Context: an optimization exercise on an open-source flow, tuned for small area, a short achievable clock period and few clock cycles. The choices shown serve that exercise and are no tape-out recipe.
Where RTL was checked, it was by simulation tests only, not by an equivalence proof against the original.
Power and IR drop assume default switching activity.

## hysteresis_peak_detector
module hysteresis_peak_detector #(
	parameter int unsigned SAMPLE_BITS = 16,
	parameter int unsigned TIME_BITS   = 32
) (
	input  logic                          clk,
	input  logic                          arst_n,
	input  logic                          in_valid,
	output logic                          in_ready,
	input  logic signed [SAMPLE_BITS-1:0] sample_value,
	input  logic        [TIME_BITS-1:0]   sample_time,
	input  logic                          restart,
	output logic                          out_valid,
	input  logic                          out_ready,
	output logic        [TIME_BITS-1:0]   peak_time,
	output logic signed [SAMPLE_BITS-1:0] peak_value,
	input  logic                          cfg_valid,
	output logic                          cfg_ready,
	input  logic [hpd_pkg::CFG_INDEX_BITS-1:0] cfg_index,
	input  logic [((SAMPLE_BITS > hpd_pkg::INTERVAL_BITS) ?
	               SAMPLE_BITS : hpd_pkg::INTERVAL_BITS)-1:0] cfg_data
);
	localparam int unsigned SB = SAMPLE_BITS;
	localparam int unsigned TB = TIME_BITS;
	localparam int unsigned IB = hpd_pkg::INTERVAL_BITS;
	localparam int unsigned HB = SB + 2;    
	logic        [SB-2:0] hx_q;
  ...
Size in the first run: roughly 990 cells after synthesis, ~210 flip-flops, ~130 I/O pins, ~0.0098 mm² of cells after synthesis.
Settings: LEC_CHECK=0, ABC_AREA=1, CAP_MARGIN=0, CORE_MARGIN=2, CORE_UTILIZATION=55, SETUP_SLACK_MARGIN=5, SLEW_MARGIN=0, BUFFER_PORTS_ARGS=-buffer_cell sky130_fd_sc_hd__buf_1, CTS_ARGS=-sink_clustering_enable -repair_clock_nets -buf_list sky130_fd_sc_hd__clkbuf_4 -dont_use_dummy_load; clock period 8.5 ns.
standard.sh (not shown) runs the stock make flow with config.mk's settings and CLKGATE_MAP_FILE= SYNTH_SCRIPT=/design/flow/synth_recipe.tcl, a recipe that flattens the netlist after the stock synthesis.
==> flow/flow/run.sh <==
#!/bin/bash
# Standard layout with two changes: port buffers are buf_1 cells instead of
# the resizer's default pick, and clock tree synthesis inserts no dummy loads.
# Every tool's output goes to a log file here.
set -e
{
	echo 'export BUFFER_PORTS_ARGS = -buffer_cell sky130_fd_sc_hd__buf_1'
	echo 'export CTS_ARGS = -sink_clustering_enable -repair_clock_nets -buf_list sky130_fd_sc_hd__clkbuf_4 -dont_use_dummy_load'
} >> config.mk
bash standard.sh > standard.log 2>&1
Testbench counts at the start, summed over its fixed seeds: cycles 17,921.
Next try:
==> flow/flow/run.sh (replaced) <==
#!/bin/bash
# Standard layout with three changes: port buffers are buf_1 cells instead of
# the resizer's default pick, clock tree synthesis inserts no dummy loads, and
# timing repair aims for 6 ns of setup slack. Every tool's output goes to a
# log file here.
set -e
{
	echo 'export BUFFER_PORTS_ARGS = -buffer_cell sky130_fd_sc_hd__buf_1'
	echo 'export CTS_ARGS = -sink_clustering_enable -repair_clock_nets -buf_list sky130_fd_sc_hd__clkbuf_4 -dont_use_dummy_load'
	echo 'export SETUP_SLACK_MARGIN = 6'
} >> config.mk
bash standard.sh > standard.log 2>&1
Settings changed: CAP_MARGIN 0 to 20, SETUP_SLACK_MARGIN 5 to 6, SLEW_MARGIN 0 to 20.
Result: Worst setup slack gets better by 0.076 ns; sequential power hardly moves; die area is unchanged.
Next try:
==> flow/flow/run.sh (replaced) <==
#!/bin/bash
# Standard layout with two changes: port buffers are buf_1 cells instead of
# the resizer's default pick, and clock tree synthesis inserts no dummy loads.
# Every tool's output goes to a log file here.
set -e
{
	echo 'export BUFFER_PORTS_ARGS = -buffer_cell sky130_fd_sc_hd__buf_1'
	echo 'export CTS_ARGS = -sink_clustering_enable -repair_clock_nets -buf_list sky130_fd_sc_hd__clkbuf_4 -dont_use_dummy_load'
} >> config.mk
bash standard.sh > standard.log 2>&1
Settings changed: SETUP_SLACK_MARGIN 6 to 5.
Effect: Setup slack got worse by 0.079 ns. Final cell count went down by 6.9%. Global-route usage came out lower by 5.6 points. Fmax came out lower by 2.4%.
Next try:
Settings changed: ABC_AREA 1 to default, CORE_UTILIZATION 55 to 40, CTS_BUF_LIST from default to sky130_fd_sc_hd__clkbuf_4.
- design area goes up by 6.8%
- total power goes up by 16%
- clock-buffer cell count goes up by 3
- hold slack is about the same
Next try:
==> flow/flow/run.sh (replaced) <==
#!/bin/bash
# Standard layout with two changes: port buffers are buf_1 cells instead of
# the resizer's default pick, and clock tree synthesis inserts no dummy loads
# and clusters up to 16 flip-flops per leaf buffer. Every tool's output goes
# to a log file here.
set -e
{
	echo 'export BUFFER_PORTS_ARGS = -buffer_cell sky130_fd_sc_hd__buf_1'
	echo 'export CTS_ARGS = -sink_clustering_enable -repair_clock_nets -buf_list "sky130_fd_sc_hd__clkbuf_4 sky130_fd_sc_hd__clkbuf_8" -sink_clustering_size 16 -sink_clustering_max_diameter 70 -dont_use_dummy_load'
} >> config.mk
bash standard.sh > standard.log 2>&1
Settings changed: ABC_AREA from default to 1, CORE_UTILIZATION 40 to 55, CTS_ARGS -sink_clustering_enable -repair_clock_nets -buf_list sky130_fd_sc_hd__clkbuf_4 -dont_use_dummy_load to -sink_clustering_enable -repair_clock_nets -buf_list "sky130_fd_sc_hd__clkbuf_4 sky130_fd_sc_hd__clkbuf_8" -sink_clustering_size 16 -sink_clustering_max_diameter 70 -dont_use_dummy_load, CTS_BUF_LIST sky130_fd_sc_hd__clkbuf_4 to default.
Worst setup slack is better by 0.40 ns.
Global-route usage increases by 5.1 points.
Die area decreases by a quarter to a third.
Register-to-register slack is better by 0.40 ns.
Wire length decreases by a few percent.

The RTL this note starts from:
==> flow/design.v <==
package hpd_pkg;
	typedef enum logic [1:0] {
		REG_LOCAL_THR    = 2'd0,
		REG_GLOBAL_THR   = 2'd1,
		REG_MIN_INTERVAL = 2'd2
	} cfg_reg_t;
	localparam int unsigned CFG_INDEX_BITS = 2;
	localparam int unsigned INTERVAL_BITS  = 24;
	typedef struct packed {
		logic valid;     
		logic advance;   
	} pipe_ctrl_t;
endpackage
module hpd_carry #(
	parameter int unsigned N = 17
) (
	input  logic [N-1:0] x,
	input  logic [N-1:0] y,
	input  logic         cin,
	output logic         cout
);
	localparam int unsigned L = $clog2(N + 1);
	localparam int unsigned M = 1 << L;
	logic [(L+1)*M-1:0] g, p;
	assign g[0] = cin;
	assign p[0] = 1'b0;
	assign g[N:1] = x & y;
	assign p[N:1] = x | y;
	if (M > N + 1) begin : g_pad
		assign g[M-1:N+1] = '0;
		assign p[M-1:N+1] = '1;
	end
	for (genvar l = 0; l < L; l++) begin : g_lvl
		for (genvar i = 0; i < (M >> (l + 1)); i++) begin : g_node
			assign g[(l+1)*M + i] = g[l*M + 2*i + 1] | (p[l*M + 2*i + 1] & g[l*M + 2*i]);
			assign p[(l+1)*M + i] = p[l*M + 2*i + 1] & p[l*M + 2*i];
		end
		assign g[(l+1)*M + (M >> (l + 1)) +: (M - (M >> (l + 1)))] = '0;
		assign p[(l+1)*M + (M >> (l + 1)) +: (M - (M >> (l + 1)))] = '0;
	end
	assign cout = g[L*M];
endmodule
module hysteresis_peak_detector #(
	parameter int unsigned SAMPLE_BITS = 16,
	parameter int unsigned TIME_BITS   = 32
) (
	input  logic                          clk,
	input  logic                          arst_n,
	input  logic                          in_valid,
	output logic                          in_ready,
	input  logic signed [SAMPLE_BITS-1:0] sample_value,
	input  logic        [TIME_BITS-1:0]   sample_time,
	input  logic                          restart,
	output logic                          out_valid,
	input  logic                          out_ready,
	output logic        [TIME_BITS-1:0]   peak_time,
	output logic signed [SAMPLE_BITS-1:0] peak_value,
	input  logic                          cfg_valid,
	output logic                          cfg_ready,
	input  logic [hpd_pkg::CFG_INDEX_BITS-1:0] cfg_index,
	input  logic [((SAMPLE_BITS > hpd_pkg::INTERVAL_BITS) ?
	               SAMPLE_BITS : hpd_pkg::INTERVAL_BITS)-1:0] cfg_data
);
	localparam int unsigned SB = SAMPLE_BITS;
	localparam int unsigned TB = TIME_BITS;
	localparam int unsigned IB = hpd_pkg::INTERVAL_BITS;
	localparam int unsigned HB = SB + 2;    
	logic        [SB-2:0] hx_q;
	logic signed [SB-1:0] global_thr_q;
	logic        [IB-1:0] min_interval_q;
	logic                 toggle;    
	assign cfg_ready = 1'b1;
	logic signed [SB-1:0] v1_q;
	logic        [TB-1:0] t1_q;
	logic                 r1_q, s1_valid_q, in_ready_q;
	logic signed [SB-1:0] ref_q;      
	logic signed [SB-1:0] peak_v_q;   
	logic        [TB-1:0] max_t_q, prev_t_q;
	logic                 rising_q, seen_q, out_valid_q;
	always_ff @(posedge clk or negedge arst_n) begin
		if (!arst_n) begin
			hx_q           <= '0;
			global_thr_q   <= '0;
			min_interval_q <= '0;
		end else begin
			if (cfg_valid && cfg_index == 2'd0)
				hx_q <= rising_q ? cfg_data[SB-2:0] : ~cfg_data[SB-2:0];
			else if (toggle)
				hx_q <= ~hx_q;
			if (cfg_valid && cfg_index == 2'd1)
				global_thr_q <= $signed(cfg_data[SB-1:0]);
			if (cfg_valid && cfg_index == 2'd2)
				min_interval_q <= cfg_data[IB-1:0];
		end
	end
	logic [TB:0] sp_s, sp_k;
	logic        sp_carry, spaced, above, ok;
	for (genvar i = 0; i < TB; i++) begin : g_sp
		logic ma, zb;
		assign ma = !max_t_q[i];
		assign zb = (i < IB) ? min_interval_q[i] : 1'b0;
		assign sp_s[i]   = ma ^ prev_t_q[i] ^ zb;
		assign sp_k[i+1] = (ma & prev_t_q[i]) | (ma & zb) | (prev_t_q[i] & zb);
	end
	assign sp_s[TB] = 1'b1;
	assign sp_k[0]  = 1'b0;
	hpd_carry #(.N(TB + 1)) u_spaced (
		.x   (sp_s),
		.y   (sp_k),
		.cin (1'b1),
		.cout(sp_carry)
	);
	assign spaced = !sp_carry;
	hpd_carry #(.N(SB)) u_above (
		.x   ({!ref_q[SB-1], ref_q[SB-2:0]}),
		.y   (~{!global_thr_q[SB-1], global_thr_q[SB-2:0]}),
		.cin (1'b0),
		.cout(above)
	);
	assign ok = above && (!seen_q || spaced);
	logic ext;
	hpd_carry #(.N(SB)) u_ext (
		.x   ({!v1_q[SB-1], v1_q[SB-2:0]}),
		.y   (~{!ref_q[SB-1], ref_q[SB-2:0]}),
		.cin (!rising_q),
		.cout(ext)
	);
	logic [HB-1:0] cr_a, cr_b, cr_c, cr_s, cr_k;
	logic          cr_carry, cr_sign, xing;
	assign cr_a = {{(HB-SB){v1_q[SB-1]}}, v1_q};
	assign cr_b = {{(HB-SB+1){!rising_q}}, hx_q};
	assign cr_c = ~{{(HB-SB){ref_q[SB-1]}}, ref_q};
	assign cr_s = cr_a ^ cr_b ^ cr_c;
	assign cr_k = {(cr_a[HB-2:0] & cr_b[HB-2:0]) | (cr_a[HB-2:0] & cr_c[HB-2:0])
	               | (cr_b[HB-2:0] & cr_c[HB-2:0]), 1'b0};
	hpd_carry #(.N(HB - 1)) u_cross (
		.x   (cr_s[HB-2:0]),
		.y   (cr_k[HB-2:0]),
		.cin (1'b1),
		.cout(cr_carry)
	);
	assign cr_sign = cr_s[HB-1] ^ cr_k[HB-1] ^ cr_carry;
	assign xing   = rising_q ? cr_sign : !cr_sign;
	logic process, fire, ld_max, ld_ref, s1_valid_d, out_valid_d;
	assign process = s1_valid_q && !out_valid_q;
	assign ld_max  = process && (r1_q || (rising_q ? ext : xing));
	assign ld_ref  = process && (r1_q || ext != !rising_q || xing);
	assign fire    = process && !r1_q && rising_q && xing && ok;
	assign toggle  = process && (r1_q ? !rising_q : xing);
	assign s1_valid_d  = in_ready_q ? in_valid : (s1_valid_q && !process);
	assign out_valid_d = fire || (out_valid_q && !out_ready);
	always_ff @(posedge clk) begin
		if (in_ready_q) begin
			v1_q <= sample_value;
			t1_q <= sample_time;
			r1_q <= restart;
		end
		if (fire) begin
			prev_t_q <= max_t_q;
			peak_v_q <= ref_q;
		end
	end
	always_ff @(posedge clk or negedge arst_n) begin
		if (!arst_n) begin
			s1_valid_q  <= 1'b0;
			in_ready_q  <= 1'b1;
			out_valid_q <= 1'b0;
			ref_q       <= '0;
			max_t_q     <= '0;
			rising_q    <= 1'b1;
			seen_q      <= 1'b0;
		end else begin
			s1_valid_q  <= s1_valid_d;
			out_valid_q <= out_valid_d;
			in_ready_q  <= !(s1_valid_d && out_valid_d);
			if (ld_ref)
				ref_q <= v1_q;
			if (ld_max)
				max_t_q <= t1_q;
			if (process) begin
				rising_q <= r1_q || (rising_q ? !xing : xing);
				if (r1_q)
					seen_q <= 1'b0;
				else if (fire)
					seen_q <= 1'b1;
			end
		end
	end
	assign in_ready   = in_ready_q;
	assign out_valid  = out_valid_q;
	assign peak_time  = max_t_q;
	assign peak_value = peak_v_q;
endmodule
export LEC_CHECK = 0
export CAP_MARGIN = 20
export CORE_MARGIN = 2
export CORE_UTILIZATION = 40
export SETUP_SLACK_MARGIN = 5
export SLEW_MARGIN = 20
create_clock -name core_clock -period 8.5 [get_ports {clk}]
run.sh (not shown) runs the stock make flow with config.mk's settings and CLKGATE_MAP_FILE= SYNTH_SCRIPT=/design/flow/synth_recipe.tcl, a recipe that flattens the netlist after the stock synthesis.
Stock flow here: none of the scripts above is used.
The baseline went through all stages and came out clean.
Rerun with:
- CTS_BUF_LIST: unset -> sky130_fd_sc_hd__clkbuf_4
The changed run went through all stages and came out clean; sequential share of layout area rises by 0.43 points; total power falls by 4.4%; worst setup slack loses 0.017 ns; routed wire length rises by 0.52%; cell count rises by 4.4%; design area falls by 0.99%; non-clock buffer count falls by 5; count of clock-buffer cells in the layout rises by 55; via count rises by 2.4%; combinational power falls by about 4%; critical path depth does not change.
No functional check of the RTL was part of any run of this note.

Setup of oak:
hysteresis_peak_detector, a different RTL version from the one above (not shown whole).
For scale: ~210 flip-flops, about 130 I/O pins.
==> flow/config.mk <==
export PLATFORM = sky130hd
export DESIGN_NAME = hysteresis_peak_detector
export DESIGN_NICKNAME = hysteresis_peak_detector
export VERILOG_FILES = /design/flow/design.v
export SDC_FILE = /design/flow/constraint.sdc
export NUM_CORES = 4
export LEC_CHECK = 0
export CAP_MARGIN = 20
export CORE_MARGIN = 2
export CORE_UTILIZATION = 40
export SETUP_SLACK_MARGIN = 5
export SLEW_MARGIN = 20
==> flow/constraint.sdc <==
create_clock -name core_clock -period 8.5 [get_ports {clk}]
set_input_delay 1.7000 -clock core_clock [delete_from_list [all_inputs] [get_ports {clk}]]
set_output_delay 1.7000 -clock core_clock [all_outputs]
set_load 0.01 [all_outputs]
Input changes introduced in pine (baseline for comparison: oak):
- changing SETUP_SLACK_MARGIN from 5 to 3
Findings:
Summary of pine over oak: share of cell area taken by flip-flops and latches increased 1.7 points, post-route met1 wirelength now smaller, TritonCTS buffer count went up.
[compare] base=oak new=pine: distinct cell type count of the synthesized netlist held steady; final worst slack has decreased.
oak reports its endpoint of the worst setup timing path as max_t_q[1]$_DFFE_PN0P_ while pine reports max_t_q[16]$_DFFE_PN0P_.
No functional check of the RTL was part of any run of this note.

## run F
Another version of the RTL of hysteresis_peak_detector (not shown whole).
Size: ~130 I/O pins, ~10000 um^2 of cells after synthesis.
==> flow/config.mk <==
export PLATFORM = sky130hd
export DESIGN_NAME = hysteresis_peak_detector
export DESIGN_NICKNAME = hysteresis_peak_detector
export VERILOG_FILES = /design/flow/design.v
export SDC_FILE = /design/flow/constraint.sdc
export NUM_CORES = 4
export LEC_CHECK = 0
export CAP_MARGIN = 20
export CORE_MARGIN = 2
export CORE_UTILIZATION = 55
export SETUP_SLACK_MARGIN = 5
export SLEW_MARGIN = 20
export BUFFER_PORTS_ARGS = -buffer_cell sky130_fd_sc_hd__buf_1
export CTS_ARGS = -sink_clustering_enable -repair_clock_nets -buf_list "sky130_fd_sc_hd__clkbuf_4 sky130_fd_sc_hd__clkbuf_8" -sink_clustering_size 12 -sink_clustering_max_diameter 60 -dont_use_dummy_load
==> flow/constraint.sdc <==
create_clock -name core_clock -period 8.5 [get_ports {clk}]
set_input_delay 1.7000 -clock core_clock [delete_from_list [all_inputs] [get_ports {clk}]]
set_output_delay 1.7000 -clock core_clock [all_outputs]
set_load 0.01 [all_outputs]
standard.sh (not shown) runs the stock make flow with config.mk's settings and CLKGATE_MAP_FILE= SYNTH_SCRIPT=/design/flow/synth_recipe.tcl, a recipe that flattens the netlist after the stock synthesis.
==> flow/flow/run.sh <==
#!/bin/bash
# Standard layout with two changes: port buffers are buf_1 cells instead of
# the resizer's default pick, and clock tree synthesis inserts no dummy loads
# and clusters up to 12 flip-flops per leaf buffer. Every tool's output goes
# to a log file here.
set -e
{
	echo 'export BUFFER_PORTS_ARGS = -buffer_cell sky130_fd_sc_hd__buf_1'
	echo 'export CTS_ARGS = -sink_clustering_enable -repair_clock_nets -buf_list "sky130_fd_sc_hd__clkbuf_4 sky130_fd_sc_hd__clkbuf_8" -sink_clustering_size 12 -sink_clustering_max_diameter 60 -dont_use_dummy_load'
} >> config.mk
bash standard.sh > standard.log 2>&1
The flow did not stop early for run F: all stages ran, and the layout cleared the timing, design-rule and antenna checks.
Input changes introduced in run B (baseline for comparison: run F):
# run F
export LEC_CHECK = 0
export CAP_MARGIN = 20
export CORE_MARGIN = 2
export CORE_UTILIZATION = 55
export SETUP_SLACK_MARGIN = 5
export SLEW_MARGIN = 20
export BUFFER_PORTS_ARGS = -buffer_cell sky130_fd_sc_hd__buf_1
export CTS_ARGS = -sink_clustering_enable -repair_clock_nets -buf_list "sky130_fd_sc_hd__clkbuf_4 sky130_fd_sc_hd__clkbuf_8" -sink_clustering_size 12 -sink_clustering_max_diameter 60 -dont_use_dummy_load
create_clock -name core_clock -period 8.5 [get_ports {clk}]
# run B
export LEC_CHECK = 0
export CAP_MARGIN = 20
export CORE_MARGIN = 2
export CORE_UTILIZATION = 40
export CTS_BUF_LIST = sky130_fd_sc_hd__clkbuf_4
export SETUP_SLACK_MARGIN = 5
export SLEW_MARGIN = 20
export BUFFER_PORTS_ARGS = -buffer_cell sky130_fd_sc_hd__buf_1
export CTS_ARGS = -sink_clustering_enable -repair_clock_nets -buf_list sky130_fd_sc_hd__clkbuf_4 -dont_use_dummy_load
create_clock -name core_clock -period 8.5 [get_ports {clk}]
==> flow/flow/run.sh <==
#!/bin/bash
# Standard layout with two changes: port buffers are buf_1 cells instead of
# the resizer's default pick, and clock tree synthesis inserts no dummy loads.
# Every tool's output goes to a log file here.
set -e
{
	echo 'export BUFFER_PORTS_ARGS = -buffer_cell sky130_fd_sc_hd__buf_1'
	echo 'export CTS_ARGS = -sink_clustering_enable -repair_clock_nets -buf_list sky130_fd_sc_hd__clkbuf_4 -dont_use_dummy_load'
} >> config.mk
bash standard.sh > standard.log 2>&1
==> run summary <==
- Number of global-route vias before repair of run B exceeds that of run F slightly.
- Clock network latency to the later pin of the worst-skew pair was higher in run B than in run F.
- Run B gives more maximum number of pins on one net before global-route repair than run F did.
- Total power: run B below run F
Function was not checked in any run of this note: the RTL went through the layout flow alone.

[afterwards: timing with drivers on the ports]
The flow's constraints put no driver on any port. The routed layouts listed below were extracted and timed again, unchanged, in two steps.
Step 1 sets driving cells, clkbuf_16 on the clock port and buf_2 on the other inputs (assumed; they add their load-dependent delay and slew).
Step 2 moves the port delays by t, midway between the first and last clock arrival at a register: inputs arrive t later, outputs are due t later. That takes back most of the time a late clock gives input paths.
a / b / c = no drivers / after step 1 / after step 2; a / b = the first two.
run | t, ns | setup slack, ns | hold WS [ns] | worst data-port slew with drivers (ns)
the first run of note 1 | 0.672 | 5.259 / 5.259 / 5.016 | 0.448 / 0.448 / 0.448 | 0.07
the second run of note 1 | 0.670 | 5.335 / 5.335 / 5.321 | 0.454 / 0.454 / 0.454 | 0.04
the third run of note 1 | 0.672 | 5.256 / 5.256 / 5.030 | 0.448 / 0.448 / 0.448 | 0.07
the fourth run of note 1 | 0.659 | 4.885 / 4.885 / 4.885 | 0.447 / 0.447 / 0.447 | 0.07
the fifth run of note 1 | 0.535 | 5.282 / 5.282 / 5.028 | 0.455 / 0.455 / 0.455 | 0.07
the first run of note 2 | 0.546 | 4.961 / 4.961 / 4.946 | 0.476 / 0.476 / 0.476 | 0.07
the second run of note 2 | 0.698 | 4.944 / 4.944 / 4.919 | 0.472 / 0.472 / 0.472 | 0.07
oak | 0.568 | 4.718 / 4.718 / 4.718 | 0.454 / 0.454 / 0.454 | 0.05
pine | 0.562 | 3.829 / 3.829 / 3.829 | 0.455 / 0.455 / 0.455 | 0.05
run F | 0.568 | 4.869 / 4.869 / 4.869 | 0.480 / 0.480 / 0.480 | 0.06
run B | 0.696 | 4.914 / 4.914 / 4.914 | 0.460 / 0.460 / 0.460 | 0.06
After both steps every run listed still meets setup and hold. For the fifth run of note 1, which loses most, drivers alone change the setup slack by 0.000 ns; drivers and shift together by -0.254 ns.
